This is an optimization exercise on Yosys and OpenROAD, whose aim is small area and a short achievable clock period, not a production implementation. The RTL was checked by simulation tests, not by an equivalence proof against the original design.

==> flow/design.v <==
module md_alu #(
  parameter int WIDTH   = 32,
  parameter int MUL_LAT = 5,
  parameter int DIV_LAT = 10
) (
  input  logic             clk,
  input  logic             reset,
  input  logic [WIDTH-1:0] A,
  input  logic [WIDTH-1:0] B,
  input  logic [3:0]       ALUOp,
  output logic [WIDTH-1:0] res,
  input  logic [2:0]       MDOp,
  input  logic             start,
  output logic             busy,
  output logic [WIDTH-1:0] HI,
  output logic [WIDTH-1:0] LO
);
  localparam int RW = 35;    
  localparam int K  = 3;     
  logic        sub;
  logic [32:0] addsub;
  logic        slt, sltu;
  logic        shl, sfill;
  logic [31:0] shin, shr, shl_res;
  logic [4:0]  sh;
  assign sh     = A[4:0];
  assign sub    = (ALUOp != 4'b0000);
  assign addsub = {1'b0, A} + {1'b0, B ^ {32{sub}}} + {32'd0, sub};
  assign sltu   = ~addsub[32];
  assign slt    = (A[31] ^ B[31]) ? A[31] : addsub[31];
  assign shl   = (ALUOp == 4'b1001);
  assign sfill = (ALUOp == 4'b1011) & B[31];
  always_comb begin
    for (int i = 0; i < 32; i++) shin[i] = shl ? B[31-i] : B[i];
  end
  assign shr = $signed({sfill, shin}) >>> sh;
  always_comb begin
    for (int i = 0; i < 32; i++) shl_res[i] = shr[31-i];
  end
  always_comb begin
    case (ALUOp)
      4'b0000: res = addsub[31:0];
      4'b0001: res = addsub[31:0];
      4'b0010: res = A & B;
      4'b0011: res = A | B;
      4'b0100: res = {B[15:0], 16'b0};
      4'b0101: res = A ^ B;
      4'b0110: res = ~(A | B);
      4'b0111: res = {31'd0, slt};
      4'b1000: res = {31'd0, sltu};
      4'b1001: res = shl_res;
      4'b1010: res = shr;
      4'b1011: res = shr;
      default: res = '0;
    endcase
  end
  logic        busy_q;
  logic        div_q;       
  logic [3:0]  cnt_q;       
  logic [32:0] M_q;         
  logic [33:0] H_q;         
  logic [31:0] L_q;         
  logic        bprev_q;     
  logic        sgn_q;       
  logic        sN_q;        
  logic        dz_q;        
  logic [31:0] hi_q, lo_q;
  logic is_mul, is_div, is_sgn, in_sN;
  assign is_mul = (MDOp == 3'b001) || (MDOp == 3'b010);
  assign is_div = (MDOp == 3'b011) || (MDOp == 3'b100);
  assign is_sgn = (MDOp == 3'b001) || (MDOp == 3'b011);
  assign in_sN  = (MDOp == 3'b011) & A[31];
  logic        dv;          
  logic [32:0] Me;
  logic [31:0] Le;
  logic [33:0] He;
  logic        bpe;
  assign dv  = busy_q ? div_q : is_div;
  assign Me  = busy_q ? M_q : {is_sgn & B[31], B};
  assign Le  = busy_q ? L_q : (A ^ {32{in_sN}});
  assign He  = busy_q ? H_q : '0;
  assign bpe = busy_q & bprev_q;
  logic sD;
  assign sD = Me[32];
  logic mul_last, div_last;
  assign mul_last = busy_q & ~div_q & (cnt_q == 4'd4);
  assign div_last = busy_q & div_q & (cnt_q == 4'd9);
  logic [RW-1:0] X [K];
  logic [RW-1:0] S [K];
  logic [RW-1:0] Y [K];
  logic          one [K], two [K], neg [K];
  logic [RW-1:0] Mx, M2x;
  assign Mx  = {{(RW-33){Me[32]}}, Me};
  assign M2x = {{(RW-34){Me[32]}}, Me, 1'b0};
  always_comb begin
    for (int r = 0; r < K; r++) begin
      logic bh, bm, bl, xs, din;
      din = (r == K-1 && div_last) ? 1'b0 : Le[31-r];
      if (r == 0) begin
        if (dv) X[0] = {He, din};
        else    X[0] = {He[33], He};
      end else begin
        if (dv) X[r] = {S[r-1][33:0], din};
        else    X[r] = {{2{S[r-1][RW-1]}}, S[r-1][RW-1:2]};
      end
      xs = X[r][RW-1];
      bh = Le[2*r+1];
      bm = Le[2*r];
      bl = (r == 0) ? bpe : Le[2*r-1];
      if (dv) begin
        one[r] = ~(r == K-1 && div_last);
        two[r] =  (r == K-1 && div_last);
        neg[r] = (xs == sD);
      end else if (r == 1 && mul_last) begin
        one[r] = ~sgn_q & Le[1];
        two[r] = 1'b0;
        neg[r] = 1'b0;
      end else begin
        one[r] = bm ^ bl;
        two[r] = (bh & ~bm & ~bl) | (~bh & bm & bl);
        neg[r] = bh & ~(bm & bl);
      end
      Y[r] = (two[r] ? M2x : (one[r] ? Mx : '0)) ^ {RW{neg[r]}};
      begin
        logic c;
        c = neg[r];
        for (int i = 0; i < RW; i++) begin
          S[r][i] = X[r][i] ^ Y[r][i] ^ c;
          c = (X[r][i] & Y[r][i]) | (X[r][i] & c) | (Y[r][i] & c);
        end
      end
    end
  end
  logic        rpos, c_d, s_q, ce;
  logic [31:0] rem1, lo_x, lo_res, hi_res;
  logic        lo_inc;
  assign rpos   = ~S[1][RW-1];
  assign rem1   = rpos ? S[1][31:0] : S[2][32:1];
  assign c_d    = rpos ? (&S[2][RW-1:1]) : (&S[1]);
  assign s_q    = sN_q ^ sD;
  assign ce     = sN_q & c_d;
  assign lo_x   = div_q ? ({L_q[29:0], ~S[0][RW-1], ~S[1][RW-1]} ^ {32{s_q}})
                        : {S[0][1:0], L_q[31:2]};
  assign lo_inc = div_q & (s_q ^ ce);
  always_comb begin
    logic c;
    c = lo_inc;
    for (int i = 0; i < 32; i++) begin
      lo_res[i] = lo_x[i] ^ c;
      c = lo_x[i] & c;
    end
  end
  assign hi_res = div_q ? ((rem1 ^ {32{sN_q}}) & ~{32{ce}}) : S[1][31:0];
  always_ff @(posedge clk) begin
    if (!busy_q) begin
      div_q <= is_div;
      cnt_q <= 4'd0;
      M_q   <= Me;
      sgn_q <= is_sgn;
      sN_q  <= in_sN;
      dz_q  <= (B == '0);
    end else begin
      cnt_q <= cnt_q + 4'd1;
    end
    if (dv) begin
      H_q <= S[K-1][33:0];
      L_q <= {Le[31-K:0], ~S[0][RW-1], ~S[1][RW-1], ~S[2][RW-1]};
    end else begin
      H_q     <= {S[K-1][RW-1], S[K-1][RW-1:2]};
      L_q     <= {S[2][1:0], S[1][1:0], S[0][1:0], Le[31:2*K]};
      bprev_q <= Le[2*K-1];
    end
  end
  always_ff @(posedge clk or posedge reset) begin
    if (reset) begin
      busy_q <= 1'b0;
      hi_q   <= '0;
      lo_q   <= '0;
    end else begin
      if (!busy_q) begin
        busy_q <= start & (is_mul | is_div);
        if (start && MDOp == 3'b101) hi_q <= A;
        if (start && MDOp == 3'b110) lo_q <= A;
      end else begin
        if (mul_last || div_last) busy_q <= 1'b0;
        if (mul_last || (div_last && !dz_q)) begin
          hi_q <= hi_res;
          lo_q <= lo_res;
        end
      end
    end
  end
  assign busy = busy_q;
  assign HI   = hi_q;
  assign LO   = lo_q;
endmodule
==> flow/flow/run.sh <==
#!/bin/bash
# The standard layout (the standard.sh), with one change: synthesis leaves adders to abc
# instead of extracting full/half adder cells (ADDER_MAP_FILE empty), which gives much faster
# carry chains for a little more area. Everything else, including the synthesis script, the
# register mapping and all later steps, is the standard flow's.
set -euo pipefail
cd "$(dirname "$0")/.."
bash ./standard.sh ADDER_MAP_FILE= finish > standard_flow.log 2>&1
==> flow/standard.sh <==
#!/bin/bash
# synth_recipe.tcl (not shown) runs the flow's synth.tcl, then flattens the netlist and writes it again
# the make line also repeats each setting of config.mk as NAME=value (left out here)
make -C /OpenROAD-flow-scripts/flow DESIGN_CONFIG=/design/flow/config.mk WORK_HOME=/design/flow/orfs CLKGATE_MAP_FILE= SYNTH_SCRIPT=/design/flow/synth_recipe.tcl "${@:-finish}"
==> flow/config.mk <==
export PLATFORM = sky130hd
export DESIGN_NAME = md_alu
export DESIGN_NICKNAME = md_alu
export VERILOG_FILES = /design/flow/design.v
export SDC_FILE = /design/flow/constraint.sdc
export NUM_CORES = 4
export LEC_CHECK = 0
export ABC_AREA = 1
export CAP_MARGIN = 20
export CORE_MARGIN = 2
export CORE_UTILIZATION = 40
export SLEW_MARGIN = 20
==> flow/constraint.sdc <==
create_clock -name core_clock -period 105.0 [get_ports {clk}]
set_input_delay 21.0000 -clock core_clock [delete_from_list [all_inputs] [get_ports {clk}]]
set_output_delay 21.0000 -clock core_clock [all_outputs]
set_load 0.01 [all_outputs]
==> run_results.csv <==
group,metric,value,unit
timing,maxSlewViolCount,0,
placed_design,io_buffers,170,
timing,worst_pin_slew,1.38,ns
detailed_routing,drt_iter0_markers,2747,
die,die_area,58600,sq um
setup_path,critPathLaunch,"ALUOp[3]",
die,placementRows,87,
setup_path,r2r_cells,209,
timing,period_share,47.8,%
clocking,hold_buffers,0,
timing,hold_viol,0,
die,io_pins,171,
die,die_y,242,um
clocking,clkTransAtPathRegs,0.07,ns
timing,fin_setup_tns,0,ns
yosys,synth_nets,3887,
layout,nNetsFinal,3917,
die,start_util,40.3,%
timing,period_minus_slack,50.24,ns
setup_path,cp_top_family,"compound AO/OA/AOI/OAI gates",
clocking,cts_setup_buffers,0,
layout,layout-drive-gt1-share,11.6,%
yosys,ys_ff_latch,173,
worst_hold_path,hp-class,"flip-flop to flip-flop",
die,core_area,56300,sq um
clocking,tritoncts,"built",
detailed_routing,drt-pass1-iter-count,6,
setup_path,r2r_end,"lo_q[30]",
setup_path,critical_path_class,"input pin to output port",
grt,grt_pass1_vias,23098,
clocking,cts_sinks,173,
yosys,netlist_instances,3813,
detailed_routing,routed_wl,97300,um
detailed_routing,via_count,25750,
setup_path,crit_path_end,"res[0]",
setup_path,path_depth,51,
setup_path,worstPathArrival,29.24,ns
timing,fmax,19.9,MHz
setup_path,cp_slowest_cell,"buf_4",
clocking,cts_resized,0,
yosys,synth-seq-area-share,18.3,%
detailed_routing,ant_nets,0,
grt,grt_max_degree,85,
yosys,yosys_warnings,7,
placed_design,dpl-instance-area,24700,sq um
yosys,syn_avg_cell_area,5.95,sq um
setup_path,critical_path_buf_inv_count,12,
clocking,clk_latency,0.51,ns
yosys,ys_async_sr_fraction,37.6,%
clocking,numCtsBuffers,17,
die,die_x,242,um
setup_path,critPathRequiredTime,84.00,ns
detailed_routing,via_per_inst,5.58,
yosys,ys.flop_type,"dfxtp_1",
clocking,cts_max_level,4,
layout,syn2layout_area_growth,11.3,%
placed_design,routabilityCongestion,0.995,
setup_path,r2r_slack,82.54,ns
setup_path,startpoint_type,"input pin",
setup_path,crit_top_cell,"inv_1",
setup_path,crit_fanout,32,
outcome,outcome,"complete, no violations",
clocking,ctsRootBufferMaster,"clkbuf_16",
yosys,synth_area,22700,sq um
placed_design,hpwl,73300,um
grt,grt_use_total,32.5,%
yosys,ys_types,64,
grt,grt_first_pass_wirelength,145000,um
timing,finalSetupViolCount,0,
setup_path,r2r-start,"busy_q",
run,maxCapViolations,0,
layout,antenna_cells,0,
setup_path,critPathCaptureType,"output port",
setup_path,slowest_delay,0.49,ns
timing,grt_setup_unrepaired,"false",
grt,grt_overflow,0,
timing,slew_headroom,5.63,%
layout,design_area,25300,sq um
layout,num-fill-cells,6174,
timing,skew,0.0269,ns
clocking,clockBufferDepth,2,
yosys,synth_edf_count,37,
detailed_routing,wire_per_inst,21.1,um
grt,antenna_found_initial,2,
detailed_routing,drcViolationCount,0,
==> registers in the layout, summed over array words and instances (netlist names) <==
name	flops
L_q	32
M_q	33
H_q	34
sgn_q	1
hi_q	32
cnt_q	4
bprev_q	1
dz_q	1
sN_q	1
div_q	1
busy_q	1
lo_q	32
==> worst reg2reg max path, delay by kind of cell (launching register included) <==
family	cells	cell delay, ns
flip-flops	1	0.73
AND/OR/NAND/NOR	197	18.38
buffers and inverters	6	1.88
XOR/XNOR	4	0.86
AO/OA/AOI/OAI	2	0.48
==> synthesized netlist by cell type, types with 8 or more instances <==
master | n | area, sq um
o21ai_0 | 403 | 2020
o21a_1 | 13 | 97.6
buf_1 | 26 | 97.6
o2111ai_1 | 20 | 175
nor2_4 | 9 | 101
or2_1 | 9 | 56.3
nand2_2 | 165 | 1030
clkbuf_1 | 151 | 567
inv_2 | 11 | 41.3
o22ai_1 | 104 | 651
nand2_1 | 999 | 3750
nand4_1 | 19 | 119
a41oi_1 | 12 | 105
dfxtp_1 | 71 | 1420
nor2_1 | 326 | 1220
nor4_1 | 17 | 106
nand3_2 | 13 | 130
a31oi_1 | 97 | 607
clkbuf_8 | 18 | 248
inv_1 | 432 | 1620
xor2_1 | 146 | 1280
edfxtp_1 | 37 | 1110
mux2i_1 | 12 | 120
a21oi_1 | 93 | 465
buf_6 | 8 | 90.1
o211ai_1 | 19 | 143
xnor2_1 | 92 | 806
a2111oi_0 | 14 | 123
dfrtp_1 | 65 | 1630
nand2_4 | 20 | 225
o221ai_1 | 34 | 298
or2_2 | 118 | 738
o21ai_1 | 12 | 60.1
nand3_1 | 155 | 776
==> per-layer routing <==
metal	wire length (um)	global-route usage [%]	part of all wire, %	vias up
li1	-	-	-	12543
met1	42200	43.7	43	11839
met2	42000	50.6	43	1123
met3	7800	5.21	8.0	243
met4	5330	15.7	5.5	2
met5	14	0	0.014	-
==> per-stage QoR <==
| stage | utilization, % | cells | hold slack (ns) | setup WS [ns] |
|---|---|---|---|---|
| 2_1_floorplan | - | 3813 | 0.426 | 57.50 |
| 3_3_place_gp | 43.8 | 4580 | 0.439 | 54.98 |
| 3_5_place_dp | 43.8 | 4580 | 0.453 | 54.93 |
| 4_1_cts | 44.9 | 4612 | 0.470 | 54.89 |
| 5_1_grt | 44.9 | 4612 | 0.480 | 53.91 |
| 6_report | 44.9 | 4612 | 0.470 | 54.76 |
==> cell usage in the layout (no fill, tap or decap), types with 13 or more instances in the layout <==
master / count
nand2_1: 998
inv_1: 431
o21ai_0: 403
nor2_1: 325
clkdlybuf4s50_1: 169
nand2_2: 166
nand3_1: 155
xor2_1: 146
or2_2: 118
o22ai_1: 104
a31oi_1: 97
a21oi_1: 92
xnor2_1: 92
dfxtp_1: 70
dfrtp_1: 64
buf_4: 51
edfxtp_1: 37
o221ai_1: 34
nand2_4: 20
o2111ai_1: 20
nand4_1: 19
o211ai_1: 19
nor4_1: 17
clkbuf_16: 17
nand3_2: 13
o21a_1: 13
==> cells by family (layout without fill, tap and decap cells) <==
family	after synthesis	after routing	share of synthesized area, %
AO/OA/AOI/OAI	849	849	21.9
XOR/XNOR	239	239	9.26
buffers and inverters	661	704	12.2
flip-flops	173	173	18.3
multiplexers	12	12	0.530
AND/OR/NAND/NOR	1879	1879	37.7
==> final cells by class <==
cell class | count | area [sq um] | area share (%)
Clock inverter | 11 | 146 | 0.580
Timing Repair Buffer | 221 | 2080 | 8.23
Clock buffer | 21 | 440 | 1.74
Sequential cell | 173 | 4160 | 16.5
Multi-Input combinational cell | 2979 | 15800 | 62.4
Tap cell | 756 | 946 | 3.75
Inverter | 451 | 1720 | 6.79
==> worst min-delay path by stage <==
stage | from | endpoint | depth (start not counted) | slack (ns)
after global placement | cnt_q[0] | cnt_q[0] | 1 | 0.44
after global routing | cnt_q[0] | cnt_q[0] | 1 | 0.48
after floorplan | cnt_q[0] | cnt_q[0] | 1 | 0.43
after detailed placement | cnt_q[0] | cnt_q[0] | 1 | 0.45
final | cnt_q[0] | cnt_q[0] | 1 | 0.47
after CTS | cnt_q[0] | cnt_q[0] | 1 | 0.47

port drivers added, routing unchanged:
How much do the figures lean on ideal ports? The routed layout below was timed once more, with nothing changed but the port constraints.
Step 1 (the two cells are an assumption about what drives the block):
set clk [get_ports {clk}]
set_driving_cell -lib_cell sky130_fd_sc_hd__clkbuf_16 $clk
set_driving_cell -lib_cell sky130_fd_sc_hd__buf_2 [delete_from_list [all_inputs] $clk]
Step 2, shift: input delay + t, output delay - t, t = (earliest + latest rising clock arrival at the registers) / 2. This alone moves slack from input paths to output paths.
a / b / c = no drivers / after step 1 / after step 2; a / b = the first two.
shift t [ns]: 0.560
setup WS [ns]: 54.762 / 54.737 / 54.737
worst setup path after step 2: input to output
latest minus earliest clock arrival (ns): 0.027 / 0.027
After both steps setup and hold are still met in this run. For this run, drivers alone change the setup slack by -0.025 ns; drivers and shift together by -0.025 ns.
